From an optimization exercise on the open Yosys and OpenROAD flow, aimed at small area, a short achievable clock period and few clock cycles; shortcuts taken in it are not production practice.

==> v15: inputs <==
## mvdm_top
module mvdm_top (
    input  logic       clk,
    input  logic       rst_n,
    input  logic       in_valid,
    input  logic       in_valid2,
    input  logic [7:0] in_data,
    output logic       out_valid,
    output logic       out_sad
);
    logic       iv_q;
    logic [7:0] d_q, d_qq;
    logic [8:0] pc;           
    logic [1:0] vc;           
    logic [2:0] x0, x1, y1;
    logic [2:0] cl;
    logic       sh0, sh1, rm0, rm1;    
    assign cl = (in_data > 8'd6) ? 3'd6 : in_data[2:0];
    always_ff @(posedge clk or negedge rst_n) begin
        if (!rst_n) begin
            iv_q <= 1'b0;
            pc   <= '0;
            vc   <= '0;
            sh0  <= 1'b0;
            sh1  <= 1'b0;
            rm0  <= 1'b0;
            rm1  <= 1'b0;
        end else begin
            iv_q <= in_valid;
            if (iv_q) pc <= pc + 9'd1;
            if (in_valid2) vc <= vc + 2'd1;
            sh0 <= iv_q & ~pc[8];
            sh1 <= iv_q &  pc[8];
            rm0 <= iv_q & ~pc[8] & (pc[3:0] == 4'd0);
            rm1 <= iv_q &  pc[8] & (pc[3:0] == 4'd0);
        end
    end
    always_ff @(posedge clk) begin
        d_q  <= in_data;
        d_qq <= d_q;
        if (in_valid2 && vc == 2'd0) x0 <= cl;
        if (in_valid2 && vc == 2'd2) x1 <= cl;
        if (in_valid2 && vc == 2'd3) y1 <= cl;
    end
    logic [127:0] r0 [16];
    logic [127:0] r1 [16];
    logic         rot0, rot1, mv0, mv1;
    assign mv0 = rot0 | rm0;
    assign mv1 = rot1 | rm1;
    always_ff @(posedge clk) begin
        for (int s = 0; s < 15; s++) begin
            if (mv0) r0[s] <= r0[s+1];
            if (mv1) r1[s] <= r1[s+1];
        end
        if (sh0)       r0[15] <= {d_qq, r0[15][127:8]};
        else if (rot0) r0[15] <= r0[0];
        if (sh1)       r1[15] <= {d_qq, r1[15][127:8]};
        else if (rot1) r1[15] <= r1[0];
    end
    logic       srch, iss;
    logic [3:0] tgt0, tgt1, ph0, ph1;
    logic [1:0] dy, dx;
    logic       sbc, sbr;
    logic       gend, lastk;
    logic       srch_n, iss_n, rot0_n, rot1_n, sbc_n, sbr_n;
    logic [3:0] tgt0_n, tgt1_n, ph0_n, ph1_n, c0_n, c1_n;
    logic [1:0] dy_n, dx_n, dl_n;
    logic [2:0] t1_n;
    logic [3:0] ab_n, d1_n;
    logic       byte_y0, byte_y1, l0ok_n;
    logic [3:0][1:0] q0s, q1a, q1b, q0s_n, q1s_n;
    logic [3:0][2:0] tsel;      
    logic [3:0][1:0] dsel;      
  ...
==> flow/config.mk <==
export PLATFORM = sky130hd
export DESIGN_NAME = mvdm_top
export DESIGN_NICKNAME = mvdm_top
export VERILOG_FILES = /design/flow/design.v
export SDC_FILE = /design/flow/constraint.sdc
export NUM_CORES = 8
export LEC_CHECK = 0
export CAP_MARGIN = 20
export CORE_MARGIN = 2
export CORE_UTILIZATION = 40
export SLEW_MARGIN = 20
==> flow/constraint.sdc <==
create_clock -name core_clock -period 15.0 [get_ports {clk}]
set_input_delay 3.0000 -clock core_clock [delete_from_list [all_inputs] [get_ports {clk}]]
set_output_delay 3.0000 -clock core_clock [all_outputs]
set_load 0.01 [all_outputs]
run.sh (not shown) runs the stock make flow with config.mk's settings and CLKGATE_MAP_FILE= SYNTH_SCRIPT=/design/flow/synth_recipe.tcl, a recipe that flattens the netlist after the stock synthesis.
==> v8: changes against v15 <==
--- a/flow/design.v
+++ b/flow/design.v
@@ -57,30 +57,30 @@
         else if (rot0) r0[15] <= r0[0];
         if (sh1)       r1[15] <= {d_qq, r1[15][127:8]};
         else if (rot1) r1[15] <= r1[0];
     end
     logic       srch, iss;
     logic [3:0] tgt0, tgt1, ph0, ph1;
     logic [1:0] dy, dx;
     logic       sbc, sbr;
+    logic [3:0][1:0] q0s;
+    logic [3:0][1:0] q1s;
+    logic [2:0] t1;
+    logic [1:0] dl;
     logic       gend, lastk;
     logic       srch_n, iss_n, rot0_n, rot1_n, sbc_n, sbr_n;
     logic [3:0] tgt0_n, tgt1_n, ph0_n, ph1_n, c0_n, c1_n;
     logic [1:0] dy_n, dx_n, dl_n;
-    logic [2:0] t1_n;
+    logic [2:0] t1_n, y1_n;
     logic [3:0] ab_n, d1_n;
-    logic       byte_y0, byte_y1, l0ok_n;
-    logic [3:0][1:0] q0s, q1a, q1b, q0s_n, q1s_n;
-    logic [3:0][2:0] tsel;      
-    logic [3:0][1:0] dsel;      
-    assign gend    = sbc && dx == 2'd2;
-    assign lastk   = gend && dy == 2'd2 && sbr;
-    assign byte_y0 = in_valid2 && vc == 2'd1;
-    assign byte_y1 = in_valid2 && vc == 2'd3;
+    logic [3:0][1:0] q0s_n;
+    logic [3:0][1:0] q1s_n;
+    assign gend  = sbc && dx == 2'd2;
+    assign lastk = gend && dy == 2'd2 && sbr;
     always_comb begin
         srch_n = srch;
         dy_n   = dy;
         dx_n   = dx;
         sbc_n  = sbc;
         sbr_n  = sbr;
         tgt0_n = tgt0;
         tgt1_n = tgt1;
@@ -95,43 +95,36 @@
                     tgt0_n = '0;
                     tgt1_n = '0;
                 end else begin
                     tgt0_n = tgt0 + ((dy == 2'd2) ? 4'd2 : 4'd1);
                     if (dy == 2'd2) tgt1_n = tgt1 + 4'd4;
                 end
             end
         end
-        ph0_n  = sh0 ? 4'd0 : ph0 + {3'd0, rot0};
-        ph1_n  = sh1 ? 4'd0 : ph1 + {3'd0, rot1};
-        l0ok_n = ph0_n == tgt0_n;
-        ab_n   = {1'b0, y1} + 4'd2 - {2'b00, dy_n} + {1'b0, sbr_n, 2'b00};
-        d1_n   = ab_n - ph1_n;
-        iss_n  = srch_n && l0ok_n && d1_n <= 4'd4;
-        rot0_n = !l0ok_n || (iss_n && sbc_n && dx_n == 2'd2);
-        rot1_n = (ph1_n != tgt1_n) || (iss_n && sbc_n && dx_n == 2'd2 && dy_n == 2'd2);
-        t1_n   = d1_n[2:0];
-        if (byte_y0) begin
-            tgt0_n = {1'b0, cl};
-            rot0_n = in_data != 8'd0;
-        end
-        if (byte_y1) begin
+        if (in_valid2 && vc == 2'd1) tgt0_n = {1'b0, cl};
+        if (in_valid2 && vc == 2'd3) begin
+            tgt1_n = {1'b0, cl};
             srch_n = 1'b1;
             dy_n   = '0;
             dx_n   = '0;
             sbc_n  = 1'b0;
             sbr_n  = 1'b0;
-            tgt1_n = {1'b0, cl};
-            iss_n  = l0ok_n && in_data <= 8'd2;
-            rot0_n = !l0ok_n;
-            rot1_n = in_data != 8'd0;
-            t1_n   = cl + 3'd2;
         end
+        ph0_n  = sh0 ? 4'd0 : ph0 + {3'd0, rot0};
+        ph1_n  = sh1 ? 4'd0 : ph1 + {3'd0, rot1};
+        y1_n   = (in_valid2 && vc == 2'd3) ? cl : y1;
+        ab_n   = {1'b0, y1_n} + 4'd2 - {2'b00, dy_n} + {1'b0, sbr_n, 2'b00};
+        d1_n   = ab_n - ph1_n;
+        iss_n  = srch_n && ph0_n == tgt0_n && d1_n <= 4'd4;
+        rot0_n = (ph0_n != tgt0_n) || (iss_n && sbc_n && dx_n == 2'd2);
+        rot1_n = (ph1_n != tgt1_n) || (iss_n && sbc_n && dx_n == 2'd2 && dy_n == 2'd2);
         c0_n   = {1'b0, x0} + {2'b00, dx_n} + {1'b0, sbc_n, 2'b00};
         c1_n   = {1'b0, x1} + {2'b00, 2'd2 - dx_n} + {1'b0, sbc_n, 2'b00};
+        t1_n   = d1_n[2:0];
         dl_n   = 2'(c1_n - c0_n);
         for (int m = 0; m < 4; m++) begin
             q0s_n[m] = 2'((c0_n + 4'(2'(m[1:0] - c0_n[1:0]))) >> 2);
             q1s_n[m] = 2'((c1_n + 4'(2'(m[1:0] - c1_n[1:0]))) >> 2);
         end
     end
     always_ff @(posedge clk or negedge rst_n) begin
         if (!rst_n) begin
@@ -159,120 +152,118 @@
             dy   <= dy_n;
             dx   <= dx_n;
             sbc  <= sbc_n;
             sbr  <= sbr_n;
         end
     end
     always_ff @(posedge clk) begin
         q0s <= q0s_n;
-        q1a <= q1s_n;
-        q1b <= ~q1s_n;
-        for (int r = 0; r < 4; r++) begin
-            tsel[r] <= t1_n + 3'(r);
-            dsel[r] <= dl_n + 2'(r);
-        end
+        q1s <= q1s_n;
+        t1  <= t1_n;
+        dl  <= dl_n;
     end
     logic [7:0] a  [4][4];
     logic [7:0] bb [8][4];
     logic [7:0] bt [4][4];
     logic [7:0] b  [4][4];
     logic [8:0] res [4][4];
     always_comb begin
         for (int r = 0; r < 4; r++)
             for (int m = 0; m < 4; m++)
                 a[r][m] = r0[r][8 * (4 * q0s[m] + m) +: 8];
-        for (int s = 0; s < 4; s++)
-            for (int m = 0; m < 4; m++)
-                bb[s][m] = r1[s][8 * (4 * q1a[m] + m) +: 8];
-        for (int s = 4; s < 8; s++)
+        for (int s = 0; s < 8; s++)
             for (int m = 0; m < 4; m++)
-                bb[s][m] = r1[s][8 * (4 * (~q1b[m]) + m) +: 8];
+                bb[s][m] = r1[s][8 * (4 * q1s[m] + m) +: 8];
         for (int r = 0; r < 4; r++)
-            for (int m = 0; m < 4; m++) begin
-                bt[r][m] = bb[r][m];
-                for (int k = 1; k < 5; k++)
-                    if (tsel[r] == 3'(r + k)) bt[r][m] = bb[r+k][m];
-            end
+            for (int m = 0; m < 4; m++)
+                case (t1)
+                    3'd0:    bt[r][m] = bb[r][m];
+                    3'd1:    bt[r][m] = bb[r+1][m];
+                    3'd2:    bt[r][m] = bb[r+2][m];
+                    3'd3:    bt[r][m] = bb[r+3][m];
+                    default: bt[r][m] = bb[r+4][m];
+                endcase
         for (int r = 0; r < 4; r++)
             for (int m = 0; m < 4; m++)
-                b[r][m] = bt[r][2'(m + dsel[r] - r)];
+                b[r][m] = bt[r][2'(m + dl)];
     end
     logic       v1, v2, v3, v4;
     logic [2:0] tag1, tag2, tag3, tag4;    
     always_ff @(posedge clk) begin
         for (int r = 0; r < 4; r++)
             for (int k = 0; k < 4; k++)
                 res[r][k] <= {1'b0, a[r][k]} - {1'b0, b[r][k]};
         tag1 <= {lastk, sbr, sbc};
     end
-    logic signed [11:0] pq [4][4];    
+    logic signed [10:0] rh [4][4];
     always_ff @(posedge clk) begin
-        logic signed [10:0] rh [4][4];
         for (int r = 0; r < 4; r++) begin
             logic signed [9:0] s01, d01, s23, d23;
             s01 = $signed(res[r][0]) + $signed(res[r][1]);
             d01 = $signed(res[r][0]) - $signed(res[r][1]);
             s23 = $signed(res[r][2]) + $signed(res[r][3]);
             d23 = $signed(res[r][2]) - $signed(res[r][3]);
-            rh[r][0] = s01 + s23;
-            rh[r][1] = d01 + d23;
-            rh[r][2] = s01 - s23;
-            rh[r][3] = d01 - d23;
-        end
-        for (int k = 0; k < 4; k++) begin
-            pq[k][0] <= rh[0][k] + rh[1][k];
-            pq[k][1] <= rh[2][k] + rh[3][k];
-            pq[k][2] <= rh[0][k] - rh[1][k];
-            pq[k][3] <= rh[2][k] - rh[3][k];
+            rh[r][0] <= s01 + s23;
+            rh[r][1] <= d01 + d23;
+            rh[r][2] <= s01 - s23;
+            rh[r][3] <= d01 - d23;
         end
         tag2 <= tag1;
     end
     logic [10:0] mx  [8];
     logic [7:0]  mxc;
     always_ff @(posedge clk) begin
-        for (int k = 0; k < 4; k++)
+        for (int k = 0; k < 4; k++) begin
+            logic signed [11:0] p [4];
+            p[0] = rh[0][k] + rh[1][k];
+            p[1] = rh[2][k] + rh[3][k];
+            p[2] = rh[0][k] - rh[1][k];
+            p[3] = rh[2][k] - rh[3][k];
             for (int h = 0; h < 2; h++) begin
-                logic [10:0] ma, mb;
-                logic        sa, sb2, ge;
+                logic [10:0] a, b;
+                logic        sa, sb, ge;
                 logic [11:0] cmp;
-                sa  = pq[k][2*h][11];
-                sb2 = pq[k][2*h+1][11];
-                ma  = pq[k][2*h][10:0]   ^ {11{sa}};
-                mb  = pq[k][2*h+1][10:0] ^ {11{sb2}};
-                cmp = {1'b0, ma} + {1'b0, ~mb} + {11'd0, sa};
+                sa  = p[2*h][11];
+                sb  = p[2*h+1][11];
+                a   = p[2*h][10:0]   ^ {11{sa}};
+                b   = p[2*h+1][10:0] ^ {11{sb}};
+                cmp = {1'b0, a} + {1'b0, ~b} + {11'd0, sa};
                 ge  = cmp[11];
-                mx[2*k+h]  <= ge ? ma : mb;
-                mxc[2*k+h] <= ge ? sa : sb2;
+                mx[2*k+h]  <= ge ? a : b;
+                mxc[2*k+h] <= ge ? sa : sb;
             end
+        end
         tag3 <= tag2;
     end
-    logic [13:0] sb;
+    logic [12:0] sb;
     always_ff @(posedge clk) begin
-        logic [13:0] acc;
-        acc = tag3[0] ? sb : 14'd0;
+        logic [12:0] acc;
+        acc = '0;
         for (int e = 0; e < 8; e++)
-            acc = acc + {3'b000, mx[e]} + {13'd0, mxc[e]};
+            acc = acc + {2'b00, mx[e]} + {12'd0, mxc[e]};
         sb   <= acc;
         tag4 <= tag3;
     end
+    logic [12:0] hold;
     logic [13:0] fifo [9];
+    logic [13:0] half;
     logic [14:0] tot;
     logic [14:0] best;
     logic [3:0]  bs, ps;
-    logic [19:0] dif;
     logic        first, upd, fin, tv;
     logic [4:0]  ocnt;
-    assign tot  = {1'b0, fifo[8]} + {1'b0, sb};
-    assign dif  = {1'b0, fifo[8], ps} + {1'b0, sb, 4'd0} - {1'b0, best, bs};
+    assign half = {1'b0, hold} + {1'b0, sb};
+    assign tot  = {1'b0, fifo[8]} + {1'b0, half};
     assign tv   = v4 && tag4[1] && tag4[0];            
-    assign upd  = first || dif[19];
+    assign upd  = first || {tot, ps} < {best, bs};
     always_ff @(posedge clk) begin
+        if (v4 && !tag4[0]) hold <= sb;
         if (v4 && tag4[0]) begin
-            fifo[0] <= sb;
+            fifo[0] <= half;
             for (int e = 1; e < 9; e++) fifo[e] <= fifo[e-1];
         end
         if (fin) begin
             best <= upd ? {1'b0, tot[14:1]} : {1'b0, best[14:1]};
             if (upd) bs <= ps;
         end else if (tv && upd) begin
             best <= tot;
             bs   <= ps;
==> run notes <==
| item | v15 | v8 |
|---|---|---|
| Buffering overhead | 0.004810 | 0.006355 |
| Worst flop-to-flop path startpoint | rot1 | sb[0] |
| Warnings from Yosys | 12 | 15 |
| Origin of the worst min-delay path | r1[7][66] | tag1[2] |
| Outcome | timing/DRC/antenna clean | timing/DRC/antenna clean |
| Area Growth Syn to Fin | 12.24% | 12.11% |
| Adder-cell share of the synthesized area | 0.07174 | 0.06529 |
| Share of synthesized flip-flops with an asynchronous set or reset | 0.01228 | 0.01231 |
| Worst slack after detailed placement | 8553 ps | 7411 ps |
| Share of cell area taken by muxes after synthesis | 0.05521 | 0.07571 |
| Vias in the first global route | 88,950 | 93,930 |
| Count of flip-flops with a built-in enable after synthesis | 4,250 | 4,260 |
No functional check of the RTL was part of any run of this note.

==> static timing again, ports no longer ideal <==
In the flow no input, the clock included, has a driving cell. The finished layouts below were timed again as built, in two steps.
Step 1: set_driving_cell puts a clkbuf_16 on clk and a buf_2 on each other input, an assumption about the parent block.
Step 2 moves the port delays by t, midway between the first and last clock arrival at a register: inputs arrive t later, outputs are due t later. That takes back most of the time a late clock gives input paths.
Slacks: ideal / step 1 / step 2; pairs: ideal / step 1.
run | shift t [ns] | slack for setup (ns) | worst setup path after step 2 | worst register clock-pin slew, ns | worst slew at a driven data input, ns
v15 | 1.087 | 9.572 / 9.654 / 8.567 | input to register | 0.08 / 0.08 | 0.03
v8 | 1.099 | 8.453 / 8.541 / 7.442 | input to register | 0.07 / 0.07 | 0.11
After both steps every run listed still meets setup and hold. The setup slack of v8, which loses most, moves by +0.088 ns with the drivers and by -1.011 ns with both steps.
